This design comes from an exercise in tuning for small area, a short achievable clock period and few clock cycles per item on the open sky130 flow, not from production work.

// sha256_byte_stream_hasher_top
module sha256_byte_stream_hasher_top (
  input  logic        clk_i,
  input  logic        rst_ni,
  input  logic        s_axis_tvalid,
  output logic        s_axis_tready,
  input  logic [7:0]  s_axis_tdata,    
  input  logic        s_axis_tuser,    
  output logic        m_axis_tvalid,
  input  logic        m_axis_tready,
  output logic [31:0] m_axis_tdata,    
  output logic [2:0]  m_axis_tuser,    
  output logic        m_axis_tlast     
);
  logic              q_valid;
  logic              q_ready;
  sha256_pkg::item_t q_item;
  logic              take;
  logic              blk_rdy, blk_first, blk_last;
  logic [15:0][31:0] blk;
  sha256_front u_front (
    .clk_i         (clk_i),
    .rst_ni        (rst_ni),
    .s_axis_tvalid (s_axis_tvalid),
    .s_axis_tready (s_axis_tready),
    .s_axis_tdata  (s_axis_tdata),
    .s_axis_tuser  (s_axis_tuser),
    .q_valid_o     (q_valid),
    .q_item_o      (q_item),
    .q_ready_i     (q_ready)
  );
  sha256_back u_back (
    .clk_i       (clk_i),
    .rst_ni      (rst_ni),
    .q_valid_i   (q_valid),
    .q_item_i    (q_item),
    .q_ready_o   (q_ready),
    .take_i      (take),
  ...
Size in the first run: ~51 I/O pins, about 92000 sq um of cells after synthesis.
export LEC_CHECK = 0
export CAP_MARGIN = 20
export CORE_MARGIN = 2
export CORE_UTILIZATION = 50
export SETUP_SLACK_MARGIN = 5
export SLEW_MARGIN = 20
export TNS_END_PERCENT = 0
create_clock -name core_clock -period 12.0 [get_ports {clk_i}]
standard.sh (not shown) runs the stock make flow with config.mk's settings and CLKGATE_MAP_FILE= SYNTH_SCRIPT=/design/flow/synth_recipe.tcl, a recipe that flattens the netlist after the stock synthesis.
==> flow/flow/run.sh <==
#!/bin/bash
set -euo pipefail
MARGIN=$(cat flow/margin.txt)
sed "s/SETUP_SLACK_MARGIN=[0-9.]*/SETUP_SLACK_MARGIN=${MARGIN}/" standard.sh > standard_margin.sh
bash standard_margin.sh > standard.log 2>&1
==> flow/flow/margin.txt <==
8.5
Then changed:
--- a/flow/design.v
+++ b/flow/design.v
@@ -23,16 +23,40 @@
   input  logic [7:0] s_axis_tdata,    
   input  logic       s_axis_tuser,    
   output logic       q_valid_o,
   output sha256_pkg::item_t      q_item_o,
   input  logic       q_ready_i
 );
-  assign q_valid_o     = s_axis_tvalid;
-  assign q_item_o.op   = s_axis_tuser ? sha256_pkg::OP_FINISH : sha256_pkg::OP_ABSORB;
-  assign q_item_o.data = s_axis_tdata;
-  assign s_axis_tready = q_ready_i;
+  logic [8:0]  entry0_q, entry1_q;
+  logic        wr_ptr_q, rd_ptr_q;
+  logic [1:0]  cnt_q, cnt_d;
+  logic        rdy_q;
+  logic        push, pop;
+  assign s_axis_tready = rdy_q;
+  assign push          = s_axis_tvalid & rdy_q;
+  assign q_valid_o     = (cnt_q != 2'd0);
+  assign pop           = q_valid_o & q_ready_i;
+  assign q_item_o      = rd_ptr_q ? entry1_q : entry0_q;
+  assign cnt_d         = cnt_q + {1'b0, push} - {1'b0, pop};
+  always_ff @(posedge clk_i or negedge rst_ni) begin
+    if (!rst_ni) begin
+      wr_ptr_q <= 1'b0;
+      rd_ptr_q <= 1'b0;
+      cnt_q    <= 2'd0;
+      rdy_q    <= 1'b1;
+    end else begin
+      if (push) wr_ptr_q <= ~wr_ptr_q;
+      if (pop)  rd_ptr_q <= ~rd_ptr_q;
+      cnt_q  <= cnt_d;
+      rdy_q  <= (cnt_d != 2'd2);
+    end
+  end
+  always_ff @(posedge clk_i) begin
+    if (push && !wr_ptr_q) entry0_q <= {s_axis_tuser, s_axis_tdata};
+    if (push &&  wr_ptr_q) entry1_q <= {s_axis_tuser, s_axis_tdata};
+  end
 endmodule
 `timescale 1ns / 1ps
 module sha256_core (
   input  logic              clk_i,
   input  logic              rst_ni,
   input  logic              blk_rdy_i,
@@ -144,13 +168,13 @@
   logic [7:0][31:0]  chain_q;
   logic [5:0]  rnd_q, kidx_q, kidx_d;
   logic        run_q, fin_q, pre_q, pre_d;
   logic        hfirst_q, hlast_q;
   logic        obusy_q, ovalid_q, took_q, olast_q;
   logic [2:0]  oidx_q;
-  logic        stall, take, ld_iv, last_rnd, sa_q, r62_q, wsw_q;
+  logic        stall, take, ld_iv, last_rnd;
   logic [31:0] h0, h1, h2, h3, h4, h5, h6, h7;
   logic [31:0] s1, ch, esum, tsum, asum, sched;
   logic [31:0] sum1, sum2, sum3;
   logic [31:0] wsel, xh, hh, xd1, xd2;
   always_comb begin
     h0 = hfirst_q ? iv(0) : chain_q[0];
@@ -170,22 +194,22 @@
   assign s1    = big1(e0_q);
   assign ch    = choose(e0_q, e1_q, e2_q);
   assign esum  = dhkw_q + s1 + ch;
   assign tsum  = hkw_q + s1 + ch;
   assign asum  = t1_q + big0(a1_q) + major(a1_q, a2_q, a3_q);
   assign sched = small1(w_q[14]) + w_q[9] + small0(w_q[1]) + w_q[0];
-  assign sum1  = (sa_q ? e0_q : a1_q) + (sa_q ? h5 : h1);
-  assign sum2  = (sa_q ? e1_q : a2_q) + (sa_q ? h6 : h2);
-  assign sum3  = (sa_q ? e2_q : a3_q) + (sa_q ? h7 : h3);
+  assign sum1  = (last_rnd ? e0_q : a1_q) + (last_rnd ? h5 : h1);
+  assign sum2  = (last_rnd ? e1_q : a2_q) + (last_rnd ? h6 : h2);
+  assign sum3  = (last_rnd ? e2_q : a3_q) + (last_rnd ? h7 : h3);
   always_comb begin
-    wsel = wsw_q ? w_q[2] : (kidx_q[0] ? blk_i[1] : blk_i[0]);
+    wsel = (run_q && rnd_q != 6'd63) ? w_q[2] : (kidx_q[0] ? blk_i[1] : blk_i[0]);
     if (run_q) begin
       xh  = e2_q;
-      hh  = r62_q ? h0 : 32'h0;
+      hh  = (rnd_q == 6'd62) ? h0 : 32'h0;
       xd1 = a2_q;
-      xd2 = r62_q ? h4 : 32'h0;
+      xd2 = (rnd_q == 6'd62) ? h4 : 32'h0;
     end else begin
       xh  = blk_first_i ? iv(7) : e3_q;
       hh  = 32'h0;
       xd1 = blk_first_i ? iv(3) : a3_q;
       xd2 = (fin_q && !blk_first_i) ? h3 : 32'h0;
     end
@@ -209,26 +233,20 @@
       fin_q    <= 1'b0;
       pre_q    <= 1'b0;
       kidx_q   <= 6'd0;
       obusy_q  <= 1'b0;
       ovalid_q <= 1'b0;
       took_q   <= 1'b0;
-      sa_q     <= 1'b0;
-      r62_q    <= 1'b0;
-      wsw_q    <= 1'b0;
     end else begin
       pre_q  <= pre_d;
       kidx_q <= kidx_d;
       if (take) begin
         run_q <= 1'b1;
       end else if (last_rnd) begin
         run_q <= 1'b0;
       end
-      sa_q <= run_q & (rnd_q == 6'd62);
-      r62_q <= run_q & (rnd_q == 6'd61);
-      wsw_q <= take | (run_q & (rnd_q < 6'd62));
       if (last_rnd) fin_q <= 1'b1;
       else if (fin_q && !stall) fin_q <= 1'b0;
       if (fin_q && !stall && hlast_q) begin
         obusy_q  <= 1'b1;
         ovalid_q <= 1'b1;
       end else begin
@@ -343,13 +361,13 @@
       2'd1: padword = {acc_q[7:0], sha256_pkg::PAD_BYTE, 16'h0};
       2'd2: padword = {acc_q[15:0], sha256_pkg::PAD_BYTE, 8'h0};
       default: padword = {acc_q[23:0], sha256_pkg::PAD_BYTE};
     endcase
   end
   always_comb begin
-    q_ready_o = ~pad_q & ~((bcnt_q == 2'd3) & mfull_q);
+    q_ready_o = ~pad_q & (is_fin | ~((bcnt_q == 2'd3) & mfull_q));
     pop       = q_valid_i & q_ready_o;
     push      = 1'b0;
     pword     = {acc_q, q_item_i.data};
     if (pop && !is_fin && bcnt_q == 2'd3) push = 1'b1;
     if (pad_q && !mfull_q) begin
       push = 1'b1;
The new run passed the timing, design-rule and antenna checks. Core utilization shrinks by 0.30 points. Final area shrinks by about 0.3%. Die area grows by 0.35%. Worst hold slack got worse by 0.0081 ns. Worst setup slack got worse by 0.21 ns. Wire length shrinks by 1.5%. Final cell count grows by 1.1%. Synthesized area grows by about 0.35%.
No functional check of the RTL was part of any run of this note.

[afterwards: timing with drivers on the ports]
How much do the figures lean on ideal ports? The routed layouts below were timed once more, with nothing changed but the port constraints.
Step 1: set_driving_cell puts a clkbuf_16 on clk_i and a buf_2 on each other input, an assumption about the parent block.
Step 2 adds t to the input delays and takes it off the output delays; t is the mean of the earliest and latest rising clock arrival at the registers after step 1. Input paths then give back, and output paths get back, about the clock's delay inside the block.
a / b / c = ideal ports / drivers / drivers and shift; a / b = the first two.
| run | t, ns | setup WS [ns] | slew at the worst register clock pin (ns) | worst data-port slew with drivers (ns) |
|---|---|---|---|---|
| the first run | 0.930 | 6.705 / 6.705 / 6.059 | 0.07 / 0.07 | 0.06 |
| the second run | 0.909 | 6.494 / 6.494 / 6.494 | 0.08 / 0.08 | 0.06 |
After both steps setup and hold are still met in every run listed. For the first run, which loses most, drivers alone change the setup slack by 0.000 ns; drivers and shift together by -0.646 ns.
